What follows belongs to an exercise in optimizing a design on an open flow for small area, a short achievable clock period and few clock cycles per item; a production flow would make more cautious choices. Only simulation tests tie the RTL to the original design; equivalence was not proved.

[flow/design.v]
package exu_pkg;
    function automatic logic [5:0] clz32(input logic [31:0] v);
        logic        z16, z8, z4, z2, z1;
        logic [15:0] x16;
        logic [7:0]  x8;
        logic [3:0]  x4;
        logic [1:0]  x2;
        z16 = (v[31:16] == 16'b0);
        x16 = z16 ? v[15:0] : v[31:16];
        z8 = (x16[15:8] == 8'b0);
        x8 = z8 ? x16[7:0] : x16[15:8];
        z4 = (x8[7:4] == 4'b0);
        x4 = z4 ? x8[3:0] : x8[7:4];
        z2 = (x4[3:2] == 2'b0);
        x2 = z2 ? x4[1:0] : x4[3:2];
        z1 = !x2[1];
        if (v == 32'b0) begin
            clz32 = 6'd32;
        end else begin
            clz32 = {1'b0, z16, z8, z4, z2, z1};
        end
    endfunction
    function automatic logic [31:0] rev32(input logic [31:0] v);
        for (int i = 0; i < 32; i++) begin
            rev32[i] = v[31-i];
        end
    endfunction
endpackage
module alu_int (
    input  logic [6-1:0]    operator,
    input  logic [32-1:0]  operand1,
    input  logic [32-1:0]  operand2,
    input  logic                    mf_sel,          
    input  logic [32-1:0]  mf_val,
    input  logic                    mf_neg,          
    input  logic                    clz_inv,         
    output logic [32-1:0]  alu_result,
    output logic [5:0]              clz_out,
    output logic                    overflow
);
    logic                       op_shift, op_addi, op_addsub, op_logic, op_slt, op_clz;
    logic                       inv;
    logic [32-1:0]     add_a, add_b;
    logic [32:0]       sum;
    logic [32+1:0]     sum_x;
    logic                       less;
    logic                       sh_left;
    logic [32-1:0]     sh_in, sh_mid, shift_out;
    logic [4:0]                 shamt;
    logic                       sh_fill;
    logic [32-1:0]     lg;
    assign op_shift  = !operator[5] && !operator[4] && !operator[3];
    assign op_addi   = !operator[5] && !operator[4] &&  operator[3];
    assign op_addsub =  operator[5] && !operator[4] && !operator[3] && !operator[2];
    assign op_logic  =  operator[5] && !operator[4] && !operator[3] &&  operator[2];
    assign op_slt    =  operator[5] && !operator[4] &&  operator[3];
    assign op_clz    =  operator[5] &&  operator[4];
    assign inv = (op_addsub && operator[1]) || op_slt || (mf_sel && mf_neg);
    assign add_a = mf_sel ? '0 : operand1;
    assign add_b = (mf_sel ? mf_val : operand2) ^ {32{inv}};
    assign sum_x = {1'b0, add_a, 1'b1} + {1'b0, add_b, inv};
    assign sum = sum_x[32+1:1];
    assign overflow = (op_addi || op_addsub) && !operator[0]
        && (operand1[31] == add_b[31]) && (sum[31] != operand1[31]);
    assign less = operator[0] ? !sum[32]
        : ((operand1[31] != operand2[31]) ? operand1[31] : sum[31]);
    assign sh_left = !operator[1];
    assign sh_in = sh_left ? exu_pkg::rev32(operand2) : operand2;
    assign shamt = operand1[4:0];
    assign sh_fill = operator[1] && operator[0] && operand2[31];
    assign sh_mid = 32'($signed({sh_fill, sh_in}) >>> shamt);
    assign shift_out = sh_left ? exu_pkg::rev32(sh_mid) : sh_mid;
    assign clz_out = exu_pkg::clz32(operand1 ^ {32{clz_inv}});
    always_comb begin
        case (operator[1:0])
            2'b00:   lg = operand1 & operand2;
            2'b01:   lg = operand1 | operand2;
            2'b10:   lg = operand1 ^ operand2;
            default: lg = ~(operand1 | operand2);
        endcase
    end
    always_comb begin
        if (op_shift)       alu_result = shift_out;
        else if (op_logic)  alu_result = lg;
        else if (op_slt)    alu_result = {31'b0, less};
        else if (op_clz)    alu_result = {26'b0, clz_out};
        else                alu_result = sum[31:0];
    end
endmodule
module muldiv_unit (
    input  logic [32:0]             mcand,           
    input  logic [7:0]              chunk,
    input  logic                    chunk_prev,      
    input  logic [32:0]             acc,
    input  logic                    mul_corr,        
    output logic [40:0]             mul_t,
    input  logic [31:0]             rem,
    input  logic [33:0]             dvs,             
    input  logic                    dvs_pos,
    output logic [31:0]             rem_next,
    output logic [1:0]              quo_bits
);
    localparam int MW = 41;
    localparam logic [MW-1:0] SIGN_K = -(41'(1) << 33) - (41'(1) << 35) - (41'(1) << 37)
        - (41'(1) << 39);
    function automatic logic [2*MW-1:0] csa(input logic [MW-1:0] x, input logic [MW-1:0] y,
                                            input logic [MW-1:0] z);
        logic [MW-1:0] s, c;
        s = x ^ y ^ z;
        c = (x & y) | (x & z) | (y & z);
        csa = {s, c[MW-2:0], 1'b0};
    endfunction
    logic [MW-1:0] pp [4];
    logic [MW-1:0] negs;
    logic [MW-1:0] acc_row;
    logic [MW-1:0] s1, c1, s2, c2, s3, c3, s4, c4;
    logic [8:0]    cc;
    always_comb begin
        cc = {chunk, chunk_prev};
        negs = '0;
        for (int j = 0; j < 4; j++) begin
            logic x2, x1, x0, one, two, neg;
            logic [33:0] r;
            x0 = cc[2*j];
            x1 = cc[2*j+1];
            x2 = cc[2*j+2];
            neg = x2;
            one = x1 ^ x0;
            two = (x2 && !x1 && !x0) || (!x2 && x1 && x0);
            for (int i = 0; i < 34; i++) begin
                logic ai, aim1;
                ai = (i < 33) ? mcand[i] : mcand[32];
                aim1 = (i > 0) ? mcand[i-1] : 1'b0;
                r[i] = ((one && ai) || (two && aim1)) ^ neg;
            end
            pp[j] = MW'({~r[33], r[32:0]}) << (2*j);
            negs[2*j] = neg;
        end
        acc_row = {SIGN_K[MW-1:34], ~acc[32], acc[32:0]};
        if (mul_corr) begin
            negs[MW-1:8] = mcand;
        end
        {s1, c1} = csa(pp[0], pp[1], pp[2]);
        {s2, c2} = csa(pp[3], acc_row, negs);
        {s3, c3} = csa(s1, c1, s2);
        {s4, c4} = csa(s3, c3, c2);
    end
    assign mul_t = s4 + c4;
    logic [36:0] t1, t2;
    logic [31:0] r1;
    assign t1 = {5'b0, rem, 1'b1} + {dvs[33], dvs, dvs_pos, dvs_pos};
    assign r1 = t1[36] ? rem : t1[32:1];
    assign t2 = {5'b0, r1, 1'b1} + {{2{dvs[33]}}, dvs, dvs_pos};
    assign rem_next = t2[36] ? r1 : t2[32:1];
    assign quo_bits = {!t1[36], !t2[36]};
endmodule
module exu_top (
    input  logic                    clk,
    input  logic                    rst_n,
    input  logic                    in_valid,
    input  logic [6-1:0]    operator,
    input  logic [32-1:0]  operand1,
    input  logic [32-1:0]  operand2,
    input  logic [5-1:0]  in_write_addr,
    input  logic                    in_write_enable,
    output logic                    in_ready,
    output logic                    out_valid,
    output logic [5-1:0]  write_addr,
    output logic                    write_enable,
    output logic [32-1:0]  write_data
);
    logic                       v1;
    logic [6-1:0]       op1;
    logic [32-1:0]     a1;
    logic [32-1:0]     b1;
    logic [5-1:0]     wa1;
    logic                       we1;
    logic                       rdy_q;
    logic                       inv_a1;      
    logic                       inv_b1;      
    logic [31:0]                hi;
    logic [31:0]                lo;
    logic                       hx;          
    logic                       hneg;        
    logic                       lneg;        
    logic [33:0]                m;           
    logic                       dpos;        
    logic                       mul_mode;
    logic                       mul_u;
    logic                       bprev;
    logic [4:0]                 cnt;         
    logic                       idle_q;      
    logic                       hz;          
    logic                       lz;          
    logic busy, s1_unit, go, accept;
    logic is_mf, is_mt, is_mul, is_div, sgn;
    assign in_ready = rdy_q;
    assign busy = !idle_q;
    assign accept = in_valid && rdy_q;
    assign s1_unit = !op1[5] && op1[4];
    assign go = v1 && !(s1_unit && busy);
    assign is_mf  = s1_unit && !op1[3] && !op1[0];
    assign is_mt  = s1_unit && !op1[3] &&  op1[0];
    assign is_mul = s1_unit &&  op1[3] && !op1[1];
    assign is_div = s1_unit &&  op1[3] &&  op1[1];
    assign sgn = !op1[0];
    logic [31:0] alu_result;
    logic [5:0]  clz_a, clz_b;
    logic        overflow;
    logic        a_neg, b_neg;
    logic [6:0]  dsh;            
    logic        clz_inv;
    assign a_neg = is_div && inv_a1;
    assign b_neg = inv_b1;
    assign clz_inv = inv_a1;
    alu_int alu_int_i (
        .operator   (op1),
        .operand1   (a1),
        .operand2   (b1),
        .mf_sel     (is_mf),
        .mf_val     (op1[1] ? (lo & {32{!lz}}) : (hi & {32{!hz}})),
        .mf_neg     (op1[1] ? lneg : hneg),
        .clz_inv    (clz_inv),
        .alu_result (alu_result),
        .clz_out    (clz_a),
        .overflow   (overflow)
    );
    logic [31:0] abs_a;
    logic [33:0] dvs_shifted;
    logic        div_align;   
    logic [3:0]  dsh_q;       
    assign clz_b = exu_pkg::clz32(b1 ^ {32{b_neg}});
    assign dsh = {1'b0, clz_b} - {1'b0, clz_a} + {6'b0, a_neg};
    assign abs_a = (a1 ^ {32{a_neg}}) + {31'b0, a_neg};
    assign dvs_shifted = (m << {dsh_q, 1'b0}) | (dpos ? ((34'b1 << {dsh_q, 1'b0}) - 34'd1) : 34'b0);
    logic [32:0] mcand;
    logic [31:0] mchunk_src;
    logic [40:0] mul_t;
    logic [31:0] rem_next;
    logic [1:0]  quo_bits;
    logic        mul_first;
    assign mul_first = idle_q;
    assign mcand = mul_first ? {sgn && a1[31], a1} : m[32:0];
    assign mchunk_src = mul_first ? b1 : lo;
    muldiv_unit muldiv_unit_i (
        .mcand      (mcand),
        .chunk      (mchunk_src[7:0]),
        .chunk_prev (mul_first ? 1'b0 : bprev),
        .acc        (mul_first ? 33'b0 : {hx, hi}),
        .mul_corr   (cnt == 5'd1 && mul_u && mchunk_src[7]),
        .mul_t      (mul_t),
        .rem        (hi),
        .dvs        (m),
        .dvs_pos    (dpos),
        .rem_next   (rem_next),
        .quo_bits   (quo_bits)
    );
    logic [4:0] cnt_next;
    logic       v1_next, unit_next;
    always_comb begin
        cnt_next = busy ? cnt - 5'd1 : 5'd0;
        if (go && is_mul) begin
            cnt_next = 5'd3;
        end else if (go && is_div && !clz_b[5] && !dsh[6]) begin
            cnt_next = {1'b0, dsh[4:1]} + 5'd2;
        end
    end
    assign v1_next = accept || (v1 && !go);
    assign unit_next = accept ? (!operator[5] && operator[4]) : s1_unit;
    always_ff @(posedge clk) begin
        if (!rst_n) begin
            v1 <= 1'b0;
            rdy_q <= 1'b1;
            cnt <= '0;
            idle_q <= 1'b1;
            out_valid <= 1'b0;
            write_enable <= 1'b0;
            hz <= 1'b1;
            lz <= 1'b1;
        end else begin
            v1 <= v1_next;
            rdy_q <= !(v1_next && unit_next && (cnt_next != 5'd0));
            cnt <= cnt_next;
            idle_q <= (cnt_next == 5'd0);
            out_valid <= go;
            write_enable <= go && we1 && !(s1_unit && !is_mf) && !overflow;
            if (go && (is_mul || is_div)) begin
                hz <= 1'b0;
                lz <= 1'b0;
            end else if (go && is_mt) begin
                if (op1[1]) begin
                    lz <= 1'b0;
                end else begin
                    hz <= 1'b0;
                end
            end
        end
    end
    always_ff @(posedge clk) begin
        if (rdy_q) begin
            op1 <= operator;
            a1 <= operand1;
            b1 <= operand2;
            wa1 <= in_write_addr;
            we1 <= in_write_enable;
            inv_a1 <= (operator == 6'h3d) || (operator == 6'h1a && operand1[31]);
            inv_b1 <= (operator == 6'h1a) && operand2[31];
        end
        write_addr <= wa1;
        write_data <= alu_result;
    end
    always_ff @(posedge clk) begin
        if (busy) begin
            div_align <= 1'b0;
            if (mul_mode) begin
                hi <= mul_t[39:8];
                hx <= mul_t[40];
                lo <= {mul_t[7:0], lo[31:8]};
                bprev <= lo[7];
            end else if (div_align) begin
                m <= dvs_shifted;
            end else begin
                hi <= rem_next;
                lo <= {lo[29:0], quo_bits};
                m <= {{2{m[33]}}, m[33:2]};
            end
        end else if (go && is_mul) begin
            hi <= mul_t[39:8];
            hx <= mul_t[40];
            lo <= {mul_t[7:0], b1[31:8]};
            bprev <= b1[7];
            m <= {sgn && a1[31], sgn && a1[31], a1};
            mul_u <= !sgn;
            mul_mode <= 1'b1;
            hneg <= 1'b0;
            lneg <= 1'b0;
        end else if (go && is_div) begin
            mul_mode <= 1'b0;
            m <= b_neg ? {2'b11, b1} : {2'b11, ~b1};
            dpos <= !b_neg;
            dsh_q <= dsh[4:1];
            div_align <= 1'b1;
            if (clz_b[5]) begin
                if (b_neg) begin
                    hi <= '0;
                    lo <= a1;
                    hneg <= 1'b0;
                    lneg <= 1'b1;
                end else begin
                    hi <= a1;
                    lo <= '1;
                    hneg <= 1'b0;
                    lneg <= 1'b0;
                end
            end else if (dsh[6]) begin
                hi <= a1;
                lo <= '0;
                hneg <= 1'b0;
                lneg <= 1'b0;
            end else begin
                hi <= abs_a;
                lo <= '0;
                hneg <= a_neg;
                lneg <= a_neg ^ b_neg;
            end
        end else if (go && is_mt) begin
            if (op1[1]) begin
                lo <= a1;
                lneg <= 1'b0;
            end else begin
                hi <= a1;
                hneg <= 1'b0;
            end
        end
    end
endmodule
[flow/constraint.sdc]
create_clock -name core_clock -period 25.0 [get_ports {clk}]
set_input_delay 5.0000 -clock core_clock [delete_from_list [all_inputs] [get_ports {clk}]]
set_output_delay 5.0000 -clock core_clock [all_outputs]
set_load 0.01 [all_outputs]
[flow/run.sh]
#!/bin/bash
# synth_recipe.tcl (not shown) runs the flow's synth.tcl, then flattens the netlist and writes it again
# the make line also repeats each setting of config.mk as NAME=value (left out here)
make -C /OpenROAD-flow-scripts/flow DESIGN_CONFIG=/design/flow/config.mk WORK_HOME=/design/flow/orfs CLKGATE_MAP_FILE= SYNTH_SCRIPT=/design/flow/synth_recipe.tcl finish
[flow/config.mk]
export PLATFORM = sky130hd
export DESIGN_NAME = exu_top
export DESIGN_NICKNAME = exu_top
export VERILOG_FILES = /design/flow/design.v
export SDC_FILE = /design/flow/constraint.sdc
export NUM_CORES = 4
export LEC_CHECK = 0
export ABC_AREA = 1
export CAP_MARGIN = 20
export CORE_MARGIN = 2
export CORE_UTILIZATION = 40
export SLEW_MARGIN = 20
==> notes.md <==
-- state kept, by name (all words and copies together), names as in the netlist, 4 cells and up --
signal	flops
wa1	5
m	34
hi	32
write_data	32
b1	32
a1	32
dsh_q	4
op1	6
cnt	5
write_addr	5
lo	32
-- critical path, cell delays in order (launching register included) --
cell	delay (ns)
edfxtp_1	0.56
inv_1	0.23
nand2_1	0.12
o21ai_4	0.09
buf_4	0.53
clkinv_1	0.53
nand2_1	0.18
nand2_1	0.26
buf_4	0.34
o22ai_1	0.18
xor2_1	0.22
fa_1	0.49
fa_1	0.55
inv_1	0.05
fa_1	0.44
ha_1	0.38
nand2_1	0.12
nor2_1	0.25
nand2_1	0.09
nor2_1	0.35
a21oi_1	0.12
inv_1	0.15
a21boi_0	0.13
or2_2	0.29
nand3_1	0.08
o211ai_1	0.17
a21oi_1	0.14
o21ai_0	0.08
-- per-layer routing --
layer  up-vias  wire length, µm
li1      16461                -
met1     17224            63100
met2      2543            65600
met3       580            18800
met4         8            13200
met5         -               50
-- cells in the mapped netlist (18+ instances only) --
master,count,share of area (%)
nand2_2,18,0.34
mux2i_1,22,0.66
nand2_1,1007,11
buf_1,45,0.50
xor2_1,256,6.7
ha_1,237,8.8
o211ai_1,59,1.3
or2_2,32,0.60
a31oi_1,35,0.65
o22ai_1,168,3.1
nand3_1,141,2.1
nor3_1,38,0.57
dfxtp_1,50,3.0
inv_1,583,6.5
o2111ai_1,31,0.81
a22oi_1,41,0.92
o221ai_1,40,1.0
a221oi_1,50,1.3
nor2_1,354,4.0
edfxtp_1,187,17
o21ai_0,435,6.5
fa_1,128,7.6
a21oi_1,361,5.4
xnor2_1,71,1.9
clkbuf_1,167,1.9
nand4_1,38,0.71
-- area by class of cell --
class,instances,area (µm²),area share (%)
multi-input combinational,3738,23700,64.6
inverter,606,2280,6.21
sequential,237,6620,18.0
timing repair buffer,194,1750,4.77
clock buffer,31,753,2.05
clock inverter,23,221,0.603
tap,1080,1350,3.68
antenna,5,12.5,0.0341
-- final timing paths --
kind | slack, ns | end | start
min | 0.34 | write_addr[3]$_DFF_P_ | wa1[3]$_DFFE_PP_
max reg2reg | 17.57 | hi[16]$_DFFE_PP_ | b1[7]$_DFFE_PP_
min reg2reg | 0.34 | write_addr[3]$_DFF_P_ | wa1[3]$_DFFE_PP_
max | 17.57 | hi[16]$_DFFE_PP_ | b1[7]$_DFFE_PP_
-- stage by stage --
stage	hold WS, ns	worst slack (ns)	cell area [µm²]
after floorplan	0.323	17.94	33600
after global placement	0.326	17.75	35700
after detailed placement	0.329	17.72	35700
after CTS	0.345	17.70	36700
after global routing	0.360	17.14	36700
final	0.341	17.57	36700
-- cell families (layout without fill, tap and decap cells) --
family,count (synthesis),count (layout)
buffers and inverters,843,854
other,0,5
flip-flops,237,237
AND/OR/NAND/NOR,1680,1680
AO/OA/AOI/OAI,1342,1342
multiplexers,22,22
adder cells (fa/ha/maj),365,365
XOR/XNOR,329,329
==> impl_metrics.yaml <==
clocking:
  clkLatencyLatePin_ns: 0.62
  numCtsBuffers: 29
  path_clk_slew_ns: 0.06
  clkSinkCount: 237
  cts_root_buffer: "clkbuf_16"
  clock_path_buffers: 3
  cts_tree: "done"
  postCtsSetupBuffers: 0
  cts_resized: 0
  cts-hold-fix-buffers: 0
  cts_max_level: 1
detailed_routing:
  totalWireLength_um: 161000
  firstDrtPassIters: 6
  wl_per_cell_um: 27.2
  antenna_left: 0
  vias_per_cell: 6.23
  drc_errors: 0
  dr_total_vias: 36816
  drt_iter0_drc: 5528
synthesis:
  synth.area.mux_share_pct: 0.655
  synth-compound-area-share_pct: 23.9
  synth-edff-count: 187
  synthSimpleGateAreaFrac_pct: 20.9
  yosysWarnings: 4
  synthAdderAreaFrac_pct: 16.5
  synthFlopType: "edfxtp_1"
  syn-num-nets: 5262
  synth_seq_area_share_pct: 19.7
  synthDistinctLibCells: 73
  ys_async_sr_fraction_pct: 0
  synth_cells: 4818
  synth_top_family_by_area: "compound AO/OA/AOI/OAI gates"
  ys_ff_latch: 237
  avgSynthCellArea_um2: 6.97
  synth_xor_area_share_pct: 8.62
  synth_area_um2: 33600
die:
  die_area_um2: 86300
  die_h_um: 294
  num_rows: 106
  dieWidth_um: 294
  core_um2: 83400
  io_pins: 119
  start_util_pct: 40.3
cells_and_area:
  nets: 5250
  finalNonFillerCells: 5914
  layout_common_cells: "1,007 x nand2_1, 581 x inv_1, 434 x o21ai_0, 359 x a21oi_1, 347 x nor2_1"
  drive_gt1_share_pct: 5.16
  area_growth_pct: 9.34
  final_util_pct: 44.0
  fill_cells: 8728
  final_common_cell: "nand2_1"
placed_design:
  io_buffer_count: 118
  place_inst: 5855
  dp_hpwl_um: 127000
  gp_congestion: 1.06
sta:
  hold_violations: 0
  timing.final.crit_share_pct: 29.7
  rsz0062_at_grt: "no"
  setup_tns_ns: 0
  setup-violations-final: 0
  skew_ns: 0.0390
  fmax_mhz: 135
  drv_slew: 0
  period_minus_slack_ns: 7.43
  relSlewSlack_pct: 15.1
  worstMarginPinSlew_ns: 1.26
global_route:
  met3_usage_pct: 8.24
  top_usage_layer: "met2"
  grt_pass1_vias: 33749
  grt_max_degree: 92
  grt.total_usage_pct: 36.1
  grt.met2_usage_pct: 52.3
  grt_pass1_wl_um: 230000
  grt_overflow: 0
  antenna_found_initial: 9
  use_met1_pct: 47.5
critical_path:
  cp.arrival_ns: 7.75
  cp-start-kind: "flip-flop"
  critPathMaxFanout: 32
  critPathKind: "flip-flop to flip-flop"
  r2r_cells: 27
  critPathCaptureType: "flip-flop"
  worstPathRequired_ns: 25.32
status:
  status: "finished clean"
flow_run:
  drv_cap: 0
hold_path:
  hold_path_depth: 0
  hp-class: "flip-flop to flip-flop"
Testbench counts, summed over its fixed seeds: cycles 29,878, items 24,000.

[what the ideal ports hide]
The results above use ideal ports. As a check the final layout listed here was re-extracted and re-timed, cells and wires unchanged.
Step 1 (the two cells are an assumption about what drives the block):
set clk [get_ports {clk}]
set_driving_cell -lib_cell sky130_fd_sc_hd__clkbuf_16 $clk
set_driving_cell -lib_cell sky130_fd_sc_hd__buf_2 [delete_from_list [all_inputs] $clk]
Step 2 adds t to the input delays and takes it off the output delays; t is the mean of the earliest and latest rising clock arrival at the registers after step 1. Input paths then give back, and output paths get back, about the clock's delay inside the block.
Slacks: ideal / step 1 / step 2; pairs: ideal / step 1.
t, ns: 0.670
setup WS [ns]: 17.568 / 17.568 / 17.568
clock arrival spread, ns: 0.042 / 0.042
worst slew at a driven data input, ns: 0.06
After both steps this run still meets setup and hold. The setup slack of this run moves by 0.000 ns with the drivers and by 0.000 ns with both steps.
